This is an optimization exercise on Yosys and OpenROAD, whose aim is small area and a short achievable clock period, not a production implementation. The RTL was checked by simulation tests, not by an equivalence proof against the original design.

## flow/design.v (module list and top-level ports; edited modules follow where they fit)
// module ising_core: 4665 lines
module ising_core (
    input  logic        clk,
    input  logic        reset,
    input  logic        wr_en,
    input  logic [31:0] wr_addr,
    input  logic [31:0] wdata,
    input  logic [31:0] rd_addr,
    output logic [31:0] rdata,
    input  logic        run,
    input  logic        spin_load,
    input  logic [15:0] spin_init,
    output logic [15:0] spins
);
  // ...
==> flow/flow/run.sh <==
#!/bin/bash
# The standard synthesis, then an inverter clean-up of the netlist around the
# full adders (flow/polar.py), checked against the synthesized netlist by random
# simulation (flow/nsim.py; on any difference the clean-up is dropped), then
# the standard layout from that netlist.
set -euo pipefail
R=orfs/results/$FLOW_PLATFORM/ising_core/base
bash standard.sh synth > synth.log 2>&1
cp $R/1_2_yosys.v synth_netlist.v
cp synth_netlist.v polar_netlist.v
python3 flow/polar.py polar_netlist.v > polar.log 2>&1
if python3 flow/nsim.py synth_netlist.v polar_netlist.v > nsim.log 2>&1 && grep -q " 0 differ, 0 missing" nsim.log; then
  cp polar_netlist.v $R/1_2_yosys.v
  rm -f $R/1_synth.odb $R/1_synth.sdc
fi
bash standard.sh finish > finish.log 2>&1
==> flow/flow/nsim.py <==
#!/usr/bin/env python3
"""Random bit-parallel comparison of two sky130hd netlists with the same registers
and ports: register outputs and inputs are free variables; compares every register
data/enable input and every output. usage: nsim.py A.v B.v"""
import re, sys, random
import os
LIB = os.path.join(os.environ.get("FLOW_HOME", "/OpenROAD-flow-scripts/flow"), "platforms/sky130hd/lib/sky130_fd_sc_hd__tt_025C_1v80.lib")
W = 1 << 12
MASK = (1 << W) - 1
lib = open(LIB).read()
funcs = {}
def cellfuncs(name):
    if name in funcs: return funcs[name]
    i = lib.index(f'cell ("{name}")')
    j = lib.find('\n    cell (', i + 10)
    body = lib[i:j if j > 0 else len(lib)]
    fs = {}
    for m in re.finditer(r'pin \("(\w+)"\)\s*\{(.*?)\n        \}', body, re.S):
        fm = re.search(r'function\s*:\s*"([^"]*)"', m.group(2))
        if fm: fs[m.group(1)] = fm.group(1)
    funcs[name] = fs
    return fs
def pyexpr(f):
    f = f.replace("!", "~").replace("&", " & ").replace("|", " | ").replace("^", " ^ ")
    f = re.sub(r'\b([A-Z_][A-Z0-9_]*)\b', r'v["\1"]', f)
    f = re.sub(r'(?<=[\w\]\)"])\s+(?=[v(~])', ' & ', f)  # implicit and (space)
    return f
def parse(path):
    t = open(path).read()
    cells = []
    for cm in re.finditer(r'^\s*(sky130_fd_sc_hd__\w+)\s+(\S+)\s*\((.*?)\);', t, re.S | re.M):
        pins = {p: n.strip() for p, n in re.findall(r'\.(\w+)\(\s*(.*?)\s*\)\s*(?:,|$)', cm.group(3), re.S)}
        cells.append((cm.group(1), cm.group(2), pins))
    outs = []
    for dm in re.finditer(r'^\s*output\s+(\[(\d+):(\d+)\]\s*)?(\S+?)\s*;', t, re.M):
        if dm.group(1):
            for k in range(int(dm.group(3)), int(dm.group(2)) + 1): outs.append(f"{dm.group(4)}[{k}]")
        else: outs.append(dm.group(4))
    return cells, outs
rng = random.Random(7)
free = {}
def val(n, env):
    if n in env: return env[n]
    if n == "1'b0" or n == "1'h0": return 0
    if n == "1'b1" or n == "1'h1": return MASK
    if n not in free: free[n] = rng.getrandbits(W)
    return free[n]
def run(path):
    cells, outs = parse(path)
    env = {}; drv = {}
    seq = []
    for typ, name, pins in cells:
        fs = cellfuncs(typ)
        if "df" in typ:
            for p, n in pins.items():
                if p in ("Q",): env[n] = None
            seq.append(("ff", name, typ, pins))
        else:
            for p in fs:
                if p in pins: drv[pins[p]] = (typ, pins, p, fs[p])
    # registers: Q free by register name
    for kind, name, typ, pins in seq:
        free.setdefault("Q:" + name, rng.getrandbits(W))
        env[pins["Q"]] = free["Q:" + name]
    sys.setrecursionlimit(100000)
    def ev(n):
        if n in env and env[n] is not None: return env[n]
        if n in drv:
            typ, pins, p, f = drv[n]
            v = {q: ev(m) for q, m in pins.items() if q not in cellfuncs(typ)}
            r = eval(pyexpr(f)) & MASK
            env[n] = r
            return r
        return val(n, env)
    res = {}
    for kind, name, typ, pins in seq:
        for p, n in pins.items():
            if p in ("D", "DE"): res[f"{name}.{p}"] = ev(n)
    for o in outs: res["out:" + o] = ev(o)
    return res
a = run(sys.argv[1]); b = run(sys.argv[2])
bad = [k for k in a if a[k] != b.get(k)]
missing = [k for k in a if k not in b]
print(f"compared {len(a)} points, {len(bad)} differ, {len(missing)} missing")
for k in bad[:10]: print("  differs:", k)
==> flow/flow/polar.py <==
#!/usr/bin/env python3
"""Inverter clean-up for a Yosys netlist of sky130hd cells.

extract_fa leaves many inverters between full adders. A full adder is self-dual
(FA(~a,~b,~c) = ~FA(a,b,c) on both outputs) and an xor/xnor gate takes either
input polarity if its type is swapped, so the polarity each such cell works in
is free. This picks those polarities by local search to need as few inverters
as possible, removes the inverters that fed only such cells, and adds back one
inverter per net that still needs an inverted copy. The logic function of every
output and register input is unchanged.

usage: polar.py NETLIST.v   (rewritten in place)"""
import re, sys
from collections import defaultdict

path = sys.argv[1]
src = open(path).read()

m = re.search(r'^(\s*module\s+\w+\s*\(.*?\);)(.*)^(\s*endmodule)', src, re.S | re.M)
head, body, tail = src[:m.start(2)], m.group(2), src[m.end(2):]

cell_re = re.compile(r'^  (sky130_fd_sc_hd__\w+)\s+(\S+)\s*\((.*?)\);\n', re.S | re.M)
pin_re = re.compile(r'\.(\w+)\(\s*(.*?)\s*\)\s*(?:,|$)', re.S)

OUTPINS = {"X", "Y", "Q", "Q_N", "SUM", "COUT", "HI", "LO"}
cells = []   # dict(type, name, pins{pin: net}, span)
for cm in cell_re.finditer(body):
    pins = {}
    for pm in pin_re.finditer(cm.group(3)):
        pins[pm.group(1)] = pm.group(2).strip()
    cells.append(dict(type=cm.group(1), name=cm.group(2), pins=pins, span=(cm.start(), cm.end())))

ports_out = set()
for dm in re.finditer(r'^\s*output\s+(\[(\d+):(\d+)\]\s*)?(\S+?)\s*;', body, re.M):
    if dm.group(1):
        hi, lo = int(dm.group(2)), int(dm.group(3))
        for k in range(min(hi, lo), max(hi, lo) + 1):
            ports_out.add(f"{dm.group(4)}[{k}]")
    else:
        ports_out.add(dm.group(4))
if re.search(r'^\s*assign\s', body, re.M):
    print("polar: netlist has assign statements; left unchanged")
    sys.exit(0)

def kind(t):
    b = t[len("sky130_fd_sc_hd__"):]
    if re.fullmatch(r'inv_\d+', b): return "inv"
    if re.fullmatch(r'fa_\d+', b): return "fa"
    if re.fullmatch(r'x(n?)or[23]_\d+', b): return "xor"
    return "fixed"

driver = {}
loads = defaultdict(list)
for ci, c in enumerate(cells):
    c["kind"] = kind(c["type"])
    for p, n in c["pins"].items():
        if p in OUTPINS:
            driver[n] = (ci, p)
        else:
            loads[n].append((ci, p))

FLEX = ("fa", "xor")
# inverters that feed only full adder and xor inputs (and no port) are removable.
removable = set()
for ci, c in enumerate(cells):
    if c["kind"] == "inv":
        y = c["pins"]["Y"]
        if y in ports_out: continue
        ls = loads.get(y, [])
        if ls and all(cells[l][ "kind"] in FLEX for l, _ in ls):
            removable.add(ci)

def literal(n):
    """(base net, parity) of net n through removable inverters."""
    p = 0
    while n in driver and driver[n][0] in removable:
        n = cells[driver[n][0]]["pins"]["A"]
        p ^= 1
    return n, p

flip = defaultdict(int)   # cell index -> 0/1, for fa and xor cells

def dflip(b):
    d = driver.get(b)
    if d is None: return 0
    c = cells[d[0]]
    return flip[d[0]] if c["kind"] in FLEX else 0

# requirement list per base: entries (consumer cell or None, parity p)
reqs = defaultdict(list)
pinlit = {}
for ci, c in enumerate(cells):
    if ci in removable: continue
    for p, n in c["pins"].items():
        if p in OUTPINS: continue
        if c["kind"] == "xor":
            b, par = literal(n)
            pinlit[(ci, p)] = (b, par)
            continue   # an xor takes either polarity
        b, par = literal(n)
        pinlit[(ci, p)] = (b, par)
        reqs[b].append((ci if c["kind"] == "fa" else None, par))
for n in ports_out:
    if n in driver:
        reqs[n].append((None, 0))

def need_inv(b):
    fd = dflip(b)
    for ci, par in reqs.get(b, ()):
        fc = flip[ci] if ci is not None else 0
        if fd ^ par ^ fc:
            return 1
    return 0

# bases each flippable cell touches
touch = defaultdict(set)
for ci, c in enumerate(cells):
    if c["kind"] not in FLEX or ci in removable: continue
    for p, n in c["pins"].items():
        if p in OUTPINS:
            touch[ci].add(n)
        elif c["kind"] == "fa":
            touch[ci].add(pinlit[(ci, p)][0])

cand = [ci for ci in touch]
cost0 = sum(need_inv(b) for b in list(reqs))
improved = True
rounds = 0
while improved and rounds < 50:
    improved = False
    rounds += 1
    for ci in cand:
        bs = touch[ci]
        before = sum(need_inv(b) for b in bs)
        flip[ci] ^= 1
        after = sum(need_inv(b) for b in bs)
        if after < before:
            improved = True
        else:
            flip[ci] ^= 1
# then simulated annealing from that point, keeping the best assignment.
import random
rng = random.Random(1)
cur = sum(need_inv(b) for b in list(reqs))
best, bestflip = cur, dict(flip)
steps = 300 * len(cand)
for it in range(steps):
    T = 0.6 * (1 - it / steps) + 0.01
    ci = cand[rng.randrange(len(cand))]
    bs = touch[ci]
    before = sum(need_inv(b) for b in bs)
    flip[ci] ^= 1
    after = sum(need_inv(b) for b in bs)
    dlt = after - before
    if dlt <= 0 or rng.random() < pow(2.718, -dlt / T):
        cur += dlt
        if cur < best:
            best, bestflip = cur, dict(flip)
    else:
        flip[ci] ^= 1
flip.clear(); flip.update(bestflip)
cost1 = sum(need_inv(b) for b in list(reqs))

# rewrite
invnet = {}
newcells = []
newwires = []
def inv_of(b):
    if b not in invnet:
        k = len(invnet)
        nn = f"_polar_n{k}_"
        invnet[b] = nn
        newwires.append(f"  wire {nn};\n")
        newcells.append(f"  sky130_fd_sc_hd__inv_1 _polar_i{k}_ (\n    .A({esc(b)}),\n    .Y({nn})\n  );\n")
    return invnet[b]

def esc(n):
    return n + " " if n.startswith("\\") else n

out = []
pos = 0
for ci, c in enumerate(cells):
    s, e = c["span"]
    out.append(body[pos:s]); pos = e
    if ci in removable:
        continue
    t = c["type"]
    pins = dict(c["pins"])
    if c["kind"] == "xor":
        par = 0
        for p in list(pins):
            if p in OUTPINS: continue
            b, pp = pinlit[(ci, p)]
            pins[p] = b
            par ^= pp ^ dflip(b)
        isx = 1 if "xnor" in t else 0
        if par ^ isx ^ flip[ci]:
            t = t.replace("__xor", "__xnor") if not isx else t
        else:
            t = t.replace("__xnor", "__xor") if isx else t
        # two-input xor has output X, two-input xnor output Y.
        if "or2_" in t:
            o = pins.pop("X", None) or pins.pop("Y")
            pins["Y" if "xnor" in t else "X"] = o
    else:
        for p in list(pins):
            if p in OUTPINS: continue
            b, pp = pinlit[(ci, p)]
            fc = flip[ci] if c["kind"] == "fa" else 0
            pins[p] = inv_of(b) if (dflip(b) ^ pp ^ fc) else b
    body_pins = ",\n".join(f"    .{p}({esc(n)})" for p, n in pins.items())
    out.append(f"  {t} {c['name']} (\n{body_pins}\n  );\n")
out.append(body[pos:])
# ports driven by flipped cells need the true value on the port net itself:
# move the port net to an inverter output.
newbody = "".join(out)
port_fix = [n for n in ports_out if n in driver and dflip(n)]
if port_fix:
    print("polar: flipped driver of a port; left unchanged")
    sys.exit(0)
newbody = newbody.rstrip("\n") + "\n" + "".join(newwires) + "".join(newcells)
open(path, "w").write(head + newbody + tail)
print(f"polar: {len(removable)} removable inverters, bases needing inverters {cost0} -> {cost1}, "
      f"{sum(flip[c] for c in cand)} cells flipped, {len(newcells)} inverters added, {rounds} rounds")
==> flow/standard.sh <==
#!/bin/bash
# synth_recipe.tcl (not shown) runs the flow's synth.tcl, then flattens the netlist and writes it again
# the make line also repeats each setting of config.mk as NAME=value (left out here)
make -C /OpenROAD-flow-scripts/flow DESIGN_CONFIG=/design/flow/config.mk WORK_HOME=/design/flow/orfs CLKGATE_MAP_FILE= SYNTH_SCRIPT=/design/flow/synth_recipe.tcl "${@:-finish}"
==> flow/config.mk <==
export PLATFORM = sky130hd
export DESIGN_NAME = ising_core
export DESIGN_NICKNAME = ising_core
export VERILOG_FILES = /design/flow/design.v
export SDC_FILE = /design/flow/constraint.sdc
export NUM_CORES = 4
export LEC_CHECK = 0
export CAP_MARGIN = 20
export CORE_MARGIN = 2
export CORE_UTILIZATION = 45
export CTS_CLUSTER_DIAMETER = 120
export CTS_CLUSTER_SIZE = 24
export SETUP_SLACK_MARGIN = 3.0
export SLEW_MARGIN = 20
==> flow/constraint.sdc <==
create_clock -name core_clock -period 8.0 [get_ports {clk}]
set_input_delay 1.6000 -clock core_clock [delete_from_list [all_inputs] [get_ports {clk}]]
set_output_delay 1.6000 -clock core_clock [all_outputs]
set_load 0.01 [all_outputs]
==> run summary, run 1 <==
CP endpoint=spins[5]$_SDFFE_PP0P_; Chip Width=365 microns; WL met2=134 mm; RePlAce Congestion=1.14; top cell class by occupied area=multi-input combinational cells; largest net degree at the start of global routing=137; Hold Path Depth=1; buffer share of cell area=0.0927; first-pass iteration count of the detailed router=6; Fin Setup TNS=0 ps; end of the worst hold path=dp1[14]$_SDFF_PP1_; storage element area=19000 sq um; TritonCTS buffer count=40; min-delay src=dm0[14]$_SDFF_PP1_; Top delay family on crit path=adder cells; Critical Path Max Stage Delay=590 ps; Max Cap Violations=0; dpl hpwl=270 mm; Die Height=365 microns; num ports=165; via count=45100; setup bufs post-CTS=367; startpoint type of the worst setup path=flop; final period utilization=0.694; clock tree skew after final layout=57.2 ps; post-route cell area=71000 sq um; Bufs on Longest Clock Path=3; first-pass GRT wire length=434 mm; fraction of area in registers=0.268; multi-input gates=3141; Worst Hold Class=reg2reg; Core ar.=129000 sq um; # port buffers=132; status=no timing/DRC/antenna violations; clk tree area frac=0.0187; clock buf count=53; Filler Cells Inserted=10800; M1 WL=120 mm
==> run 2: changes to the inputs <==
--- a/flow/design.v
+++ b/flow/design.v
@@ -542,7 +542,7 @@
             nq1 <= 4'(5'd15 - pc0);
         end
     end
-    logic [15:0] pos, neg, zero;
+    logic [15:0] neg, zero;
     logic [7:0] fs_0, fc_0;
     wire t0_1;
     wire t0_2;
@@ -801,7 +801,6 @@
     assign ci_0 = {p_0[6:0], 1'b0};
     assign zero[0] = (sx_0 == ci_0);
     assign neg[0]  = sx_0[7] ^ c7_0;
-    assign pos[0]  = !neg[0] && !zero[0];
     logic [7:0] fs_1, fc_1;
     wire t1_1;
     wire t1_2;
@@ -1060,7 +1059,6 @@
     assign ci_1 = {p_1[6:0], 1'b0};
     assign zero[1] = (sx_1 == ci_1);
     assign neg[1]  = sx_1[7] ^ c7_1;
-    assign pos[1]  = !neg[1] && !zero[1];
     logic [7:0] fs_2, fc_2;
     wire t2_1;
     wire t2_2;
@@ -1319,7 +1317,6 @@
     assign ci_2 = {p_2[6:0], 1'b0};
     assign zero[2] = (sx_2 == ci_2);
     assign neg[2]  = sx_2[7] ^ c7_2;
-    assign pos[2]  = !neg[2] && !zero[2];
     logic [7:0] fs_3, fc_3;
     wire t3_1;
     wire t3_2;
@@ -1578,7 +1575,6 @@
     assign ci_3 = {p_3[6:0], 1'b0};
     assign zero[3] = (sx_3 == ci_3);
     assign neg[3]  = sx_3[7] ^ c7_3;
-    assign pos[3]  = !neg[3] && !zero[3];
     logic [7:0] fs_4, fc_4;
     wire t4_1;
     wire t4_2;
@@ -1837,7 +1833,6 @@
     assign ci_4 = {p_4[6:0], 1'b0};
     assign zero[4] = (sx_4 == ci_4);
     assign neg[4]  = sx_4[7] ^ c7_4;
-    assign pos[4]  = !neg[4] && !zero[4];
     logic [7:0] fs_5, fc_5;
     wire t5_1;
     wire t5_2;
@@ -2096,7 +2091,6 @@
     assign ci_5 = {p_5[6:0], 1'b0};
     assign zero[5] = (sx_5 == ci_5);
     assign neg[5]  = sx_5[7] ^ c7_5;
-    assign pos[5]  = !neg[5] && !zero[5];
     logic [7:0] fs_6, fc_6;
     wire t6_1;
     wire t6_2;
@@ -2355,7 +2349,6 @@
     assign ci_6 = {p_6[6:0], 1'b0};
     assign zero[6] = (sx_6 == ci_6);
     assign neg[6]  = sx_6[7] ^ c7_6;
-    assign pos[6]  = !neg[6] && !zero[6];
     logic [7:0] fs_7, fc_7;
     wire t7_1;
     wire t7_2;
@@ -2614,7 +2607,6 @@
     assign ci_7 = {p_7[6:0], 1'b0};
     assign zero[7] = (sx_7 == ci_7);
     assign neg[7]  = sx_7[7] ^ c7_7;
-    assign pos[7]  = !neg[7] && !zero[7];
     logic [7:0] fs_8, fc_8;
     wire t8_1;
     wire t8_2;
@@ -2873,7 +2865,6 @@
     assign ci_8 = {p_8[6:0], 1'b0};
     assign zero[8] = (sx_8 == ci_8);
     assign neg[8]  = sx_8[7] ^ c7_8;
-    assign pos[8]  = !neg[8] && !zero[8];
     logic [7:0] fs_9, fc_9;
     wire t9_1;
     wire t9_2;
@@ -3132,7 +3123,6 @@
     assign ci_9 = {p_9[6:0], 1'b0};
     assign zero[9] = (sx_9 == ci_9);
     assign neg[9]  = sx_9[7] ^ c7_9;
-    assign pos[9]  = !neg[9] && !zero[9];
     logic [7:0] fs_10, fc_10;
     wire t10_1;
     wire t10_2;
@@ -3391,7 +3381,6 @@
     assign ci_10 = {p_10[6:0], 1'b0};
     assign zero[10] = (sx_10 == ci_10);
     assign neg[10]  = sx_10[7] ^ c7_10;
-    assign pos[10]  = !neg[10] && !zero[10];
     logic [7:0] fs_11, fc_11;
     wire t11_1;
     wire t11_2;
@@ -3650,7 +3639,6 @@
     assign ci_11 = {p_11[6:0], 1'b0};
     assign zero[11] = (sx_11 == ci_11);
     assign neg[11]  = sx_11[7] ^ c7_11;
-    assign pos[11]  = !neg[11] && !zero[11];
     logic [7:0] fs_12, fc_12;
     wire t12_1;
     wire t12_2;
@@ -3909,7 +3897,6 @@
     assign ci_12 = {p_12[6:0], 1'b0};
     assign zero[12] = (sx_12 == ci_12);
     assign neg[12]  = sx_12[7] ^ c7_12;
-    assign pos[12]  = !neg[12] && !zero[12];
     logic [7:0] fs_13, fc_13;
     wire t13_1;
     wire t13_2;
@@ -4168,7 +4155,6 @@
     assign ci_13 = {p_13[6:0], 1'b0};
     assign zero[13] = (sx_13 == ci_13);
     assign neg[13]  = sx_13[7] ^ c7_13;
-    assign pos[13]  = !neg[13] && !zero[13];
     logic [7:0] fs_14, fc_14;
     wire t14_1;
     wire t14_2;
@@ -4427,7 +4413,6 @@
     assign ci_14 = {p_14[6:0], 1'b0};
     assign zero[14] = (sx_14 == ci_14);
     assign neg[14]  = sx_14[7] ^ c7_14;
-    assign pos[14]  = !neg[14] && !zero[14];
     logic [7:0] fs_15, fc_15;
     wire t15_1;
     wire t15_2;
@@ -4686,11 +4671,12 @@
     assign ci_15 = {p_15[6:0], 1'b0};
     assign zero[15] = (sx_15 == ci_15);
     assign neg[15]  = sx_15[7] ^ c7_15;
-    assign pos[15]  = !neg[15] && !zero[15];
-    always_ff @(posedge clk) begin
-        if (reset)          spins <= 16'd0;
-        else if (spin_load) spins <= spin_init;
-        else if (run)       spins <= (spins | pos) & ~neg;
-    end
+    logic        upd;
+    logic [15:0] hold, sel, spins_d;
+    assign upd  = run && !spin_load && !reset;
+    assign hold = reset ? 16'd0 : (spin_load ? spin_init : spins);
+    assign sel  = {16{upd}} & ~zero;
+    assign spins_d = (sel & ~neg) | (~sel & hold);
+    always_ff @(posedge clk) spins <= spins_d;
 endmodule
 `default_nettype wire
--- a/flow/flow/polar.py
+++ b/flow/flow/polar.py
@@ -99,6 +99,8 @@
             continue   # an xor takes either polarity
         b, par = literal(n)
         pinlit[(ci, p)] = (b, par)
+        if c["kind"] == "inv":
+            continue   # a kept inverter becomes a buffer if its input flips
         reqs[b].append((ci if c["kind"] == "fa" else None, par))
 for n in ports_out:
     if n in driver:
@@ -202,6 +204,12 @@
         if "or2_" in t:
             o = pins.pop("X", None) or pins.pop("Y")
             pins["Y" if "xnor" in t else "X"] = o
+    elif c["kind"] == "inv":
+        b, pp = pinlit[(ci, "A")]
+        pins["A"] = b
+        if dflip(b) ^ pp:
+            t = t.replace("__inv_", "__buf_")
+            pins["X"] = pins.pop("Y")
     else:
         for p in list(pins):
             if p in OUTPINS: continue
==> run 2 against run 1 <==
Compared with the run above:
- sequential share of layout area down 0.27 points
- global-route usage decreased by 0.14 points
- clock skew increased by 11 ps
- maximum frequency up 8.1%
- critical path depth fell by 9
- non-clock buffer count rose by 141
- synthesized area is 0.31% lower
- first-iteration DRC count is 7.2% lower
==> run summary, run 2 <==
status=no timing/DRC/antenna violations (unchanged); most frequent cells in the layout=fa_1 (663), buf_4 (616), edfxtp_1 (544), xnor2_1 (490), inv_1 (386) (was fa_1 (695), xnor2_1 (572), edfxtp_1 (544), buf_4 (484), inv_1 (380)); CTS Root Cell=clkbuf_16 (unchanged); Top delay family on crit path=compound AO/OA/AOI/OAI gates (was adder cells); placed inst area=61700 sq um (was 62700 sq um); DRT iter0 DRCs=7061 (was 7609); dpl hpwl=266 mm (was 270 mm); die area=132000 sq um (was 133000 sq um); Worst R2R Path Depth=14 (was 19); Max Cap Violations=0 (unchanged); num ports=165 (unchanged); startpoint type of the worst setup path=primary input (was flop); Layout Utilization=0.555 (was 0.549); initial antenna violation count=35 (was 34); post-route antenna net violation count=0 (unchanged); routed wire length=342 mm (was 343 mm); Final #Nets=6222 (was 6150); crit path kind=in2reg (was reg2reg); fin crit period=5140 ps (was 5550 ps); final period utilization=0.642 (was 0.694); post-route cell area=71500 sq um (was 71000 sq um); depth of the CTS H-tree=2 (unchanged); crit end category=flop (unchanged); TritonCTS buffer count=38 (was 40); Die Height=364 microns (was 365 microns); most common cell after layout, fill and taps aside=fa_1 (unchanged); Core ar.=129000 sq um (about the same); clk sinks=668 (unchanged); layout cells sized above 1=0.294 (was 0.268); area grow syn2layout=22.7% (was 21.3%); drt drc=0 (unchanged); clock latency on the worst-skew pair=690 ps (was 710 ps); footprint of the multi-input gates=39900 sq um (was 40300 sq um); CP max stage cell=dlygate4sd2_1 (was fa_2); Final setup viols=0 (unchanged); drt via density=6.58 (was 6.67); FP Rows=132 (unchanged); clock tree skew after final layout=68.3 ps (was 57.2 ps); CTS tree=built (unchanged); largest net degree at the start of global routing=123 (was 137); routed len/inst=50.2 microns (was 50.7 microns); Bufs on Longest Clock Path=3 (unchanged); Hold Path Depth=1 (unchanged); Chip Width=364 microns (was 365 microns); total gr overflow=0 (unchanged); Worst Hold Class=reg2reg (unchanged); first-pass iteration count of the detailed router=7 (was 6); Bufs and invs on worst path=3 (unchanged); # port buffers=132 (unchanged); CP required=8440 ps (was 8510 ps); crit-path cells=dlygate4sd2_1, nand4bb_2, buf_4, o22ai_1, buf_4, a22o_1, a221oi_1, nand4_1, nor4_1, a31oi_1 (was buf_4, buf_4, xnor2_2, fa_2, fa_2, fa_2, fa_1, fa_2, fa_1, inv_1, ha_1, ha_1, nor4bb_2, nand4_1, nor2b_1, a22oi_1, o211ai_1, o21ai_0, o21ai_0); storage element area=19000 sq um (about the same); CP most frequent cell=buf_4 (was fa_2); Filler Cells Inserted=10700 (was 10800); Worst EP arrival=5570 ps (was 6060 ps); Slew Viols, Final=0 (unchanged); Fmax=195 MHz (was 180 MHz); final hold viol count=0 (unchanged); Initial Util=0.452 (about the same); Syn Nets=5624 (was 5667); Max-slew headroom=0.136 (was 0.156); Fin Setup TNS=0 ps (unchanged); first-pass GRT wire length=429 mm (was 434 mm); CP Depth=10 (was 19); yosys warns=1 (unchanged); average size of a mapped cell=13.1 sq um (about the same); worst-margin pin slew=1300 ps (was 1270 ps); vias in the first global route=42600 (was 43500); CTS hold repair buffers=0 (unchanged); crit path max fanout=16 (was 2); Tot GR Track Use=0.516 (was 0.517); Mapped Area=58300 sq um (was 58500 sq um); Reg clk slew, reported paths=100 ps (about the same); RSZ-0062 raised after global routing=yes (unchanged); RePlAce Congestion=1.12 (was 1.14); via count=44900 (was 45100); Critical Path Max Stage Delay=680 ps (was 590 ps); Cells after Synth=4435 (was 4478)
run 2: cell count changes in the layout (fill, tap and decap cells not counted), moves of 12 or more:
cell,change
buf_4,+132
a21oi_1,-12
o21ai_1,-16
a41o_1,+13
fa_2,+32
mux2i_1,+13
ha_2,+13
xor2_1,+85
xnor2_1,-82
or3_1,+13
nor2b_1,-23
fa_1,-32
nand2_1,-23
xor2_2,+15
run 2: cell type report:
| cell class | count | share of cell area |
|---|---|---|
| Tap cell | 1742 | 0.0305 |
| Clock inverter | 13 | 0.00213 |
| Timing Repair Buffer | 856 | 0.108 |
| Sequential cell | 668 | 0.265 |
| Clock buffer | 56 | 0.0148 |
| Antenna cell | 13 | 0.000455 |
| Inverter | 395 | 0.0208 |
| Multi-Input combinational cell | 3074 | 0.558 |
run 2: timing repair:
item / 4_1_cts / 5_1_grt
pin swaps: 70 / 223
setup buffers: 350 / 242
setup endpoints to repair: 20 / 18
cloned: 0 / 1
resized for setup: 377 / 408
run 2: per-layer routing:
metal,global-route usage,up-vias,routed length [microns]
met5,0,-,352
met4,0.423,34,36200
met3,0.233,1005,51100
met2,0.691,4069,135000
met1,0.635,23500,120000
li1,-,16200,-
run 2: final timing paths:
| kind | start | to | slack [ps] |
|---|---|---|---|
| worst min-delay path | dm0[8]$_SDFF_PP1_ | dp1[8]$_SDFF_PP1_ | 440 |
| worst max register to register | w_7_11[0]$_DFFE_PP_ | spins[11]$_DFF_P_ | 2890 |
| worst min register to register | dm0[8]$_SDFF_PP1_ | dp1[8]$_SDFF_PP1_ | 440 |
| worst max-delay path | rd_addr[13] | rdata_q[2]$_SDFF_PP0_ | 2860 |
run 2: metrics by stage:
step                hold slack, ps  std cells  setup WS [ps]
floorplan                      396       4435           1610
global placement               411       6142           1870
detailed placement             414       6142           1900
CTS                            437       6561           2950
global route                   444       6805           2860
finish                         436       6817           2860

==> afterwards: timing with drivers on the ports <==
No port has a modelled driver above. Below, the same layouts with a new extraction and two added sets of constraints. Step 1: set_driving_cell puts a clkbuf_16 on clk and a buf_2 on each other input, an assumption about the parent block. Step 2 adds t to the input delays and takes it off the output delays; t is the mean of the earliest and latest rising clock arrival at the registers after step 1. Input paths then give back, and output paths get back, about the clock's delay inside the block. Three values: ideal, step 1, step 2; two values: the first two.
| run | t (ns) | setup WS [ns] | worst register clock-pin slew, ns |
|---|---|---|---|
| run 1 | 0.770 | 2.446 / 2.446 / 2.053 | 0.11 / 0.11 |
| run 2 | 0.738 | 2.864 / 2.875 / 2.138 | 0.12 / 0.12 |
After both steps setup and hold are still met in every run listed. For run 2, which loses most, drivers alone change the setup slack by +0.011 ns; drivers and shift together by -0.726 ns.
